Context: an optimization exercise on an open-source flow, tuned for small area, a short achievable clock period and few clock cycles per item. The choices shown serve that exercise and are no tape-out recipe.
The RTL was checked by simulation tests, not by an equivalence proof against the original design.

wip/yarrow:
Design rgb_hsv_color_gate, start of the top module:
module rgb_hsv_color_gate (
	input  logic        clk,
	input  logic        arst_n,
	input  logic        pix_valid,
	output logic        pix_ready,
	input  logic [7:0]  pix_red,
	input  logic [7:0]  pix_green,
	input  logic [7:0]  pix_blue,
	input  logic        pix_last_of_cloud,
	output logic        hsv_valid,
	input  logic        hsv_ready,
	output logic [11:0] hsv_hue,
	output logic [11:0] hsv_saturation,
	output logic [7:0]  hsv_brightness,
	output logic        hsv_keep,
	output logic        hsv_last_out,
	input  logic        cfg_en,
	input  logic [1:0]  cfg_index,
	input  logic [7:0]  cfg_data
);
Size: about 3,300 cells after synthesis, ~340 flip-flops, about 24,000 um2 of cells after synthesis.
clock: 5.5 ns
lec_check: 0
abc_area: 1
cap_margin: 20
core_margin: 2
core_utilization: 40
place_density: 0.6
setup_slack_margin: 2.0
slew_margin: 20
standard.sh (not shown) runs the stock make flow with config.mk's settings and CLKGATE_MAP_FILE= SYNTH_SCRIPT=/design/flow/synth_recipe.tcl, a recipe that flattens the netlist after the stock synthesis.
==> flow/flow/run.sh <==
#!/bin/bash
# The standard layout (standard.sh), except that synthesis leaves adders and
# comparators to ABC instead of mapping them onto the library's full/half adder
# cells (ADDER_MAP_FILE empty skips ORFS's extract_fa/techmap adder step).
# Each step's full output goes to its own log in this folder.
set -euo pipefail
export ADDER_MAP_FILE=
bash standard.sh synth > synth.log 2>&1
bash standard.sh floorplan > floorplan.log 2>&1
bash standard.sh place > place.log 2>&1
bash standard.sh cts > cts.log 2>&1
bash standard.sh route > route.log 2>&1
bash standard.sh finish > finish.log 2>&1
wip/yarrow has completed all stages; timing, DRC and antenna checks passed.
Testbench counts of wip/yarrow, summed over its fixed seeds: cycles 12,056, items 12,000.
The following lists how wip/tundra was set up differently from wip/yarrow:
- a change of SETUP_SLACK_MARGIN from 2.0 to 2.3
- an added CTS_BUF_LIST of sky130_fd_sc_hd__clkbuf_4 sky130_fd_sc_hd__clkbuf_8
diff --git a/flow/flow/run.sh b/flow/flow/run.sh
--- a/flow/flow/run.sh
+++ b/flow/flow/run.sh
@@ -6,4 +6,6 @@
 set -euo pipefail
 export ADDER_MAP_FILE=
+# ports get a plain buf_2 instead of the delay buffer buffer_ports picks by default
+export BUFFER_PORTS_ARGS="-buffer_cell sky130_fd_sc_hd__buf_2"
 bash standard.sh synth > synth.log 2>&1
 bash standard.sh floorplan > floorplan.log 2>&1
[summary]
- In summary, wip/yarrow completed successfully, with a layout that passed the timing, design-rule and antenna checks.
- wip/tundra finished every step from synthesis to the final layout, and the layout passed the timing, design-rule and antenna checks.
- wip/yarrow leaves less setup margin than wip/tundra.
- Looking at length of routed wiring on met1, wip/tundra sits above wip/yarrow.
- Number of antenna violations at the first check in global routing: wip/tundra > wip/yarrow
- The multi-input gate share of the layout cell area reported for wip/tundra is greater than that of wip/yarrow by 1.9 points.
- Comparing wip/tundra and wip/yarrow, the lower count of plain and timing-repair buffers in the layout was measured on wip/yarrow.
Relative to wip/tundra, the following input files were edited for wip/amber:
- clearing CTS_BUF_LIST, which used to be sky130_fd_sc_hd__clkbuf_4 sky130_fd_sc_hd__clkbuf_8
diff --git a/flow/flow/run.sh b/flow/flow/run.sh
--- a/flow/flow/run.sh
+++ b/flow/flow/run.sh
@@ -6,6 +6,4 @@
 set -euo pipefail
 export ADDER_MAP_FILE=
-# ports get a plain buf_2 instead of the delay buffer buffer_ports picks by default
-export BUFFER_PORTS_ARGS="-buffer_cell sky130_fd_sc_hd__buf_2"
 bash standard.sh synth > synth.log 2>&1
 bash standard.sh floorplan > floorplan.log 2>&1
### Flow results
Shortest clock period the worst path allows after layout: wip/amber vs wip/tundra up 45 ps. | setup slack of the critical path after layout | wip/amber vs wip/tundra | 45 ps lower |. wip/amber: worst-case setup slack after placement is 170 ps lower than what wip/tundra reported. wip/tundra reports its type of the setup path with the least slack as flop to flop while wip/amber reports input port to flop. On wire length of the first global-routing pass: wip/amber sits above wip/tundra. On total via count in the routed design, wip/tundra and wip/amber are basically level. ~same number of cells in the design after placement in wip/tundra and wip/amber. Compared with wip/tundra, wip/amber shows a non-clock buffer count in the final layout that is about 6% higher. For the maximum frequency, wip/amber came in about 1.4% lower than wip/tundra did. The end point of the critical path comes out rh_q3[2]$_DFFE_PP_ in one run and rs_q1[6]$_DFFE_PP_ in the other, namely in wip/tundra and wip/amber respectively. Against wip/tundra, post-detailed-routing wire length in wip/amber came out worse. Worst setup path startpoint: pix_green[2] -> wip/amber, d_q2[3]$_DFFE_PP_ -> wip/tundra. Summary: with wip/tundra as the reference, post-detailed-route wirelength per cell in wip/amber moved up slightly.
Modified inputs, wip/umber compared to wip/amber
==> flow/flow/run.sh <==
#!/bin/bash
# The standard layout (standard.sh) with two synthesis changes:
#  - ADDER_MAP_FILE is empty, so adders and comparators are left to ABC instead of
#    being mapped onto the library's full/half adder cells;
#  - ABC runs flow/abc_area.script (ABC_AREA is 1 in config.mk), from a copy of
#    ORFS's scripts folder that differs from it only in that file.
# Each step's full output goes to its own log in this folder.
set -euo pipefail
W=$(pwd)
rm -rf "$W/orfs_scripts"
cp -r "$FLOW_HOME/scripts" "$W/orfs_scripts"
cp "$W/flow/abc_area.script" "$W/orfs_scripts/abc_area.script"
export ADDER_MAP_FILE=

S="SCRIPTS_DIR=$W/orfs_scripts"
bash standard.sh "$S" synth > synth.log 2>&1
bash standard.sh "$S" floorplan > floorplan.log 2>&1
bash standard.sh "$S" place > place.log 2>&1
bash standard.sh "$S" cts > cts.log 2>&1
bash standard.sh "$S" route > route.log 2>&1
bash standard.sh "$S" finish > finish.log 2>&1
==> flow/flow/abc_area.script (new file) <==
strash
&get -n
&deepsyn -T 20
&put
dch -f
map -B 0.9
topo
stime -c
buffer -c
upsize -c
dnsize -c
[summary]
Status | wip/amber and wip/umber | clean
Going from wip/amber to wip/umber, die area shrinks by about 20%.
What wip/umber reported for synthesized area has to be multiplied by 1.2 to get the figure for wip/amber.
Compared with wip/amber, in wip/umber share of flip-flops with an asynchronous set or reset about even, H-tree level count ~0 delta, post-layout worst setup margin now smaller.
### wip/umber -> wip/quartz
- changing SETUP_SLACK_MARGIN from 2.3 to 2.0
### Flow results
wip/umber -> wip/quartz: synthesized cell area delta 0, exact match
Summary of wip/quartz over wip/umber: non-clock buffer share of cell area lower, detailed-route wire length lower, layout cell share with drive strength beyond 1 lower.
On portion of the clock cycle consumed by the worst path in the final layout: wip/quartz sits below wip/umber.

==> static timing again, ports no longer ideal <==
Ports are ideal in the flow. The routed layouts listed here were re-timed in OpenROAD. Step 1: set_driving_cell puts a clkbuf_16 on clk and a buf_2 on each other input, an assumption about the parent block. Step 2 adds t to the input delays and takes it off the output delays; t is the mean of the earliest and latest rising clock arrival at the registers after step 1. Input paths then give back, and output paths get back, about the clock's delay inside the block. Three values: ideal ports, drivers, drivers and shift; two values: the first two.
| run | t, ns | slack for setup (ns) | hold slack, ns | worst setup path at the end |
|---|---|---|---|---|
| wip/yarrow | 0.609 | 2.033 / 2.068 / 1.459 | 0.415 / 0.415 / 0.415 | input to register |
| wip/tundra | 0.715 | 2.357 / 2.357 / 1.739 | 0.402 / 0.402 / 0.402 | input to register |
| wip/amber | 0.624 | 2.312 / 2.344 / 1.720 | 0.399 / 0.399 / 0.399 | input to register |
| wip/umber | 0.595 | 0.786 / 0.786 / 0.662 | 0.406 / 0.406 / 0.406 | input to register |
| wip/quartz | 0.604 | 0.855 / 0.855 / 0.826 | 0.415 / 0.415 / 0.415 | input to register |
After both steps setup and hold are still met in every run listed. For wip/tundra, which loses most, drivers alone change the setup slack by 0.000 ns; drivers and shift together by -0.618 ns.
